Background: an optimization exercise with open tools, aiming at small area. Do not read the settings as production practice. Function was checked by simulation only, so behaviour that the tests miss may differ from the original.

==> 09-11 <==
==> flow/design.v <==
module gprs_mp #(
  parameter int unsigned DATA_W   = 32,
  parameter int unsigned ADDR_W   = 5,
  parameter int unsigned NUM_RD   = 2,
  parameter int unsigned NUM_WR   = 2,
  parameter bit          ZERO_REG = 1'b1
) (
  input  logic                       clk,
  input  logic                       rst,
  input  logic [NUM_RD*ADDR_W-1:0]   i_rd_addr,
  output logic [NUM_RD*DATA_W-1:0]   o_rd_data,
  output logic [NUM_RD-1:0]          o_rd_busy,
  input  logic [NUM_WR-1:0]          i_wr_en,
  input  logic [NUM_WR*ADDR_W-1:0]   i_wr_addr,
  input  logic [NUM_WR*DATA_W-1:0]   i_wr_data,
  input  logic                       i_sb_set_en,
  input  logic [ADDR_W-1:0]          i_sb_set_addr,
  output logic [(2**ADDR_W)-1:0]     o_busy_vec,
  input  logic                       i_dbg_halt,
  input  logic                       i_dbg_req,
  input  logic                       i_dbg_we,
  input  logic [ADDR_W-1:0]          i_dbg_addr,
  input  logic [DATA_W-1:0]          i_dbg_wdata,
  output logic                       o_dbg_ack,
  output logic [DATA_W-1:0]          o_dbg_rdata
);
  localparam int unsigned DEPTH  = 2**ADDR_W;
  localparam int unsigned NUM_LK = NUM_RD + 1;
  typedef enum logic {S_IDLE, S_ACK} state_t;
  state_t                    state;
  logic [DATA_W-1:0]         mem [DEPTH];
  logic [DEPTH-1:0]          busy;
  logic                      dbg_acc;
  logic                      dbg_wr;
  logic [NUM_LK*ADDR_W-1:0]  lk_addr;
  logic [DATA_W-1:0]         lk_data [NUM_LK];
  assign dbg_acc = (state == S_IDLE) & i_dbg_req & i_dbg_halt & ~rst;
  assign dbg_wr  = dbg_acc & i_dbg_we;
  assign lk_addr = {i_dbg_addr, i_rd_addr};
  assign o_busy_vec = busy;
  for (genvar k = 0; k < NUM_LK; k++) begin : g_lk
    logic [ADDR_W-1:0] a;
    logic              hit;
    logic [DATA_W-1:0] byp;
    assign a = lk_addr[k*ADDR_W +: ADDR_W];
    always_comb begin
      hit = 1'b0;
      byp = '0;
      for (int j = 0; j < int'(NUM_WR); j++) begin
        if (i_wr_en[j] && (i_wr_addr[j*ADDR_W +: ADDR_W] == a)) begin
          hit = 1'b1;
          byp = i_wr_data[j*DATA_W +: DATA_W];
        end
      end
      if (dbg_wr && (i_dbg_addr == a)) begin
        hit = 1'b1;
        byp = i_dbg_wdata;
      end
      if (ZERO_REG && (a == '0)) begin
        hit = 1'b1;
        byp = '0;
      end
    end
    assign lk_data[k] = hit ? byp : mem[a];
    if (k < NUM_RD) begin : g_port
      assign o_rd_data[k*DATA_W +: DATA_W] = lk_data[k];
      assign o_rd_busy[k] = busy[a] & ~hit;
    end
  end
  always_ff @(posedge clk) begin
    if (rst) begin
      for (int i = 0; i < int'(DEPTH); i++) begin
        mem[i] <= '0;
      end
      busy <= '0;
    end else begin
      for (int j = 0; j < int'(NUM_WR); j++) begin
        if (i_wr_en[j] && !(ZERO_REG && (i_wr_addr[j*ADDR_W +: ADDR_W] == '0))) begin
          mem[i_wr_addr[j*ADDR_W +: ADDR_W]]  <= i_wr_data[j*DATA_W +: DATA_W];
          busy[i_wr_addr[j*ADDR_W +: ADDR_W]] <= 1'b0;
        end
      end
      if (dbg_wr && !(ZERO_REG && (i_dbg_addr == '0))) begin
        mem[i_dbg_addr]  <= i_dbg_wdata;
        busy[i_dbg_addr] <= 1'b0;
      end
      if (i_sb_set_en && !(ZERO_REG && (i_sb_set_addr == '0))) begin
        busy[i_sb_set_addr] <= 1'b1;
      end
    end
  end
  always_ff @(posedge clk) begin
    if (rst) begin
      state       <= S_IDLE;
      o_dbg_ack   <= 1'b0;
      o_dbg_rdata <= '0;
    end else begin
      case (state)
        S_IDLE: begin
          o_dbg_ack <= 1'b0;
          if (dbg_acc) begin
            if (!i_dbg_we) begin
              o_dbg_rdata <= lk_data[NUM_RD];
            end
            o_dbg_ack <= 1'b1;
            state     <= S_ACK;
          end
        end
        S_ACK: begin
          o_dbg_ack <= 1'b0;
          state     <= S_IDLE;
        end
        default: begin
          o_dbg_ack <= 1'b0;
          state     <= S_IDLE;
        end
      endcase
    end
  end
endmodule
==> flow/run.sh <==
#!/bin/bash
# synth_recipe.tcl (not shown) runs the flow's synth.tcl, then flattens the netlist and writes it again
# the make line also repeats each setting of config.mk as NAME=value (left out here)
make -C /OpenROAD-flow-scripts/flow DESIGN_CONFIG=/design/flow/config.mk WORK_HOME=/design/flow/orfs CLKGATE_MAP_FILE= SYNTH_SCRIPT=/design/flow/synth_recipe.tcl finish
==> flow/config.mk <==
export PLATFORM = sky130hd
export DESIGN_NAME = gprs_mp
export DESIGN_NICKNAME = gprs_mp
export VERILOG_FILES = /design/flow/design.v
export SDC_FILE = /design/flow/constraint.sdc
export NUM_CORES = 4
export LEC_CHECK = 0
export CAP_MARGIN = 20
export CORE_MARGIN = 2
export CORE_UTILIZATION = 20
export PLACE_DENSITY = 0.25
export SLEW_MARGIN = 20
==> flow/constraint.sdc <==
create_clock -name core_clock -period 7.5 [get_ports {clk}]
set_input_delay 1.5000 -clock core_clock [delete_from_list [all_inputs] [get_ports {clk}]]
set_output_delay 1.5000 -clock core_clock [all_outputs]
set_load 0.01 [all_outputs]
==> 08-06 (differences from 09-11) <==
==> flow/design.v, changed modules only <==
module gprs_mp #(
  parameter int unsigned DATA_W   = 32,
  parameter int unsigned ADDR_W   = 5,
  parameter int unsigned NUM_RD   = 2,
  parameter int unsigned NUM_WR   = 2,
  parameter bit          ZERO_REG = 1'b1
) (
  input  logic                       clk,
  input  logic                       rst,
  input  logic [NUM_RD*ADDR_W-1:0]   i_rd_addr,
  output logic [NUM_RD*DATA_W-1:0]   o_rd_data,
  output logic [NUM_RD-1:0]          o_rd_busy,
  input  logic [NUM_WR-1:0]          i_wr_en,
  input  logic [NUM_WR*ADDR_W-1:0]   i_wr_addr,
  input  logic [NUM_WR*DATA_W-1:0]   i_wr_data,
  input  logic                       i_sb_set_en,
  input  logic [ADDR_W-1:0]          i_sb_set_addr,
  output logic [(2**ADDR_W)-1:0]     o_busy_vec,
  input  logic                       i_dbg_halt,
  input  logic                       i_dbg_req,
  input  logic                       i_dbg_we,
  input  logic [ADDR_W-1:0]          i_dbg_addr,
  input  logic [DATA_W-1:0]          i_dbg_wdata,
  output logic                       o_dbg_ack,
  output logic [DATA_W-1:0]          o_dbg_rdata
);
  localparam int unsigned DEPTH = 2**ADDR_W;
  logic [DATA_W-1:0] w0, w1, wd;
  logic [ADDR_W-1:0] a0, a1;
  assign w0 = i_wr_data[0 +: DATA_W];
  assign w1 = i_wr_data[DATA_W +: DATA_W];
  assign wd = i_dbg_wdata;
  assign a0 = i_wr_addr[0 +: ADDR_W];
  assign a1 = i_wr_addr[ADDR_W +: ADDR_W];
  logic dbg_acc, dbg_wr, dbg_rd;
  assign dbg_acc = ~o_dbg_ack & i_dbg_req & i_dbg_halt & ~rst;
  assign dbg_wr  = dbg_acc & i_dbg_we;
  assign dbg_rd  = dbg_acc & ~i_dbg_we;
  logic [DATA_W-1:0] memn [1:DEPTH-1];
  logic [DEPTH-1:1]  busy;
  logic [DEPTH-1:1] s0, s1, sd, hold, set_r;
  always_comb begin
    for (int r = 1; r < DEPTH; r++) begin
      logic e0, e1, ed;
      e0 = i_wr_en[0] & (a0 == ADDR_W'(r));
      e1 = i_wr_en[1] & (a1 == ADDR_W'(r));
      ed = dbg_wr & (i_dbg_addr == ADDR_W'(r));
      sd[r]   = ed;
      s1[r]   = e1 & ~ed & ~rst;
      s0[r]   = e0 & ~e1 & ~ed & ~rst;
      hold[r] = ~(e0 | e1 | ed | rst);
      set_r[r] = i_sb_set_en & (i_sb_set_addr == ADDR_W'(r));
    end
  end
  always_ff @(posedge clk) begin
    for (int r = 1; r < DEPTH; r++) begin
      memn[r] <= ~(({DATA_W{s0[r]}} & w0) | ({DATA_W{s1[r]}} & w1) |
                   ({DATA_W{sd[r]}} & wd) | ({DATA_W{hold[r]}} & ~memn[r]));
      busy[r] <= ~rst & (set_r[r] | (hold[r] & busy[r]));
    end
  end
  assign o_busy_vec = {busy, 1'b0};
  logic [3*ADDR_W-1:0] lk_addr;
  logic [DATA_W-1:0]   lk_data [3];
  logic [2:0]          lk_busy;
  assign lk_addr = {i_dbg_addr, i_rd_addr};
  for (genvar k = 0; k < 3; k++) begin : g_lk
    logic [ADDR_W-1:0] a;
    logic z, hd, h1, h0, nh;
    logic [DEPTH-1:1] dec;
    assign a  = lk_addr[k*ADDR_W +: ADDR_W];
    assign z  = (a == '0);
    assign hd = (k < 2) & dbg_wr & (i_dbg_addr == a) & ~z;
    assign h1 = i_wr_en[1] & (a1 == a) & ~z & ~hd;
    assign h0 = i_wr_en[0] & (a0 == a) & ~z & ~hd & ~h1;
    assign nh = ~(hd | h1 | h0);
    for (genvar r = 1; r < DEPTH; r++) begin : g_dec
      assign dec[r] = nh & (a == ADDR_W'(r));
    end
    always_comb begin
      logic [DATA_W-1:0] acc;
      logic bacc;
      acc  = ({DATA_W{hd}} & wd) | ({DATA_W{h1}} & w1) | ({DATA_W{h0}} & w0);
      bacc = 1'b0;
      for (int r = 1; r < DEPTH; r++) begin
        acc  = acc | ({DATA_W{dec[r]}} & ~memn[r]);
        bacc = bacc | (dec[r] & busy[r]);
      end
      lk_data[k] = acc;
      lk_busy[k] = bacc;
    end
  end
  assign o_rd_data = {lk_data[1], lk_data[0]};
  assign o_rd_busy = lk_busy[1:0];
  always_ff @(posedge clk) begin
    if (rst) begin
      o_dbg_ack   <= 1'b0;
      o_dbg_rdata <= '0;
    end else begin
      o_dbg_ack <= dbg_acc;
      if (dbg_rd) o_dbg_rdata <= lk_data[2];
    end
  end
endmodule
Settings changed: CORE_UTILIZATION 20 to 55, PLACE_DENSITY 0.25 to 0.65.
==> impl_metrics.toml <==
[status]
status = "finished clean"

[power_and_ir_drop]
p_per_area_nw_per_um2 = 195
p_sw_w = 0.00666

[final_layout]
final_cell_mix = "a22oi_1, nand2_1, edfxtp_1"

[critical_path]
path_max_fanout = 31

[clock_tree]
cts_tree = "yes"

[synth]
ys_seq_area_share_pct = 38.7
synth-compound-area-share_pct = 23.4

[routing]
wl_met1_mm = 312

[sta]
period_minus_slack_ps = 7190
The numbers above come from 09-11.

==> impl_metrics.toml <==
[synth]
ys_seq_area_share_pct = 31.3
synth-compound-area-share_pct = 43.7

[place]
dpl.cell_count = 10100

[grt]
grt_use_total_pct = 99.0
grt_pass1_wl_mm = 904

[status]
stop_error = "[ERROR GRT-0116] Global routing finished with congestion. Check the congestion regions in the DRC Viewer."
status = "stopped before the end"
failed_stage = "global routing"
The numbers above come from 08-06.

[port drivers added, routing unchanged]
The flow's constraints put no driver on any port. The routed layout listed below was extracted and timed again, unchanged, in two steps.
Step 1: set_driving_cell puts a clkbuf_16 on clk and a buf_2 on each other input, an assumption about the parent block.
Step 2 moves the port delays by t, midway between the first and last clock arrival at a register: inputs arrive t later, outputs are due t later. That takes back most of the time a late clock gives input paths.
Slacks: no drivers / after step 1 / after step 2; pairs: no drivers / after step 1.
run: 09-11
t (ns): 1.047
slack for setup (ns): 0.311 / 0.073 / 0.073
worst setup path at the end: input to output
slew at the worst register clock pin (ns): 0.07 / 0.07
After both steps setup and hold are still met in 09-11. The setup slack of 09-11 moves by -0.238 ns with the drivers and by -0.238 ns with both steps.
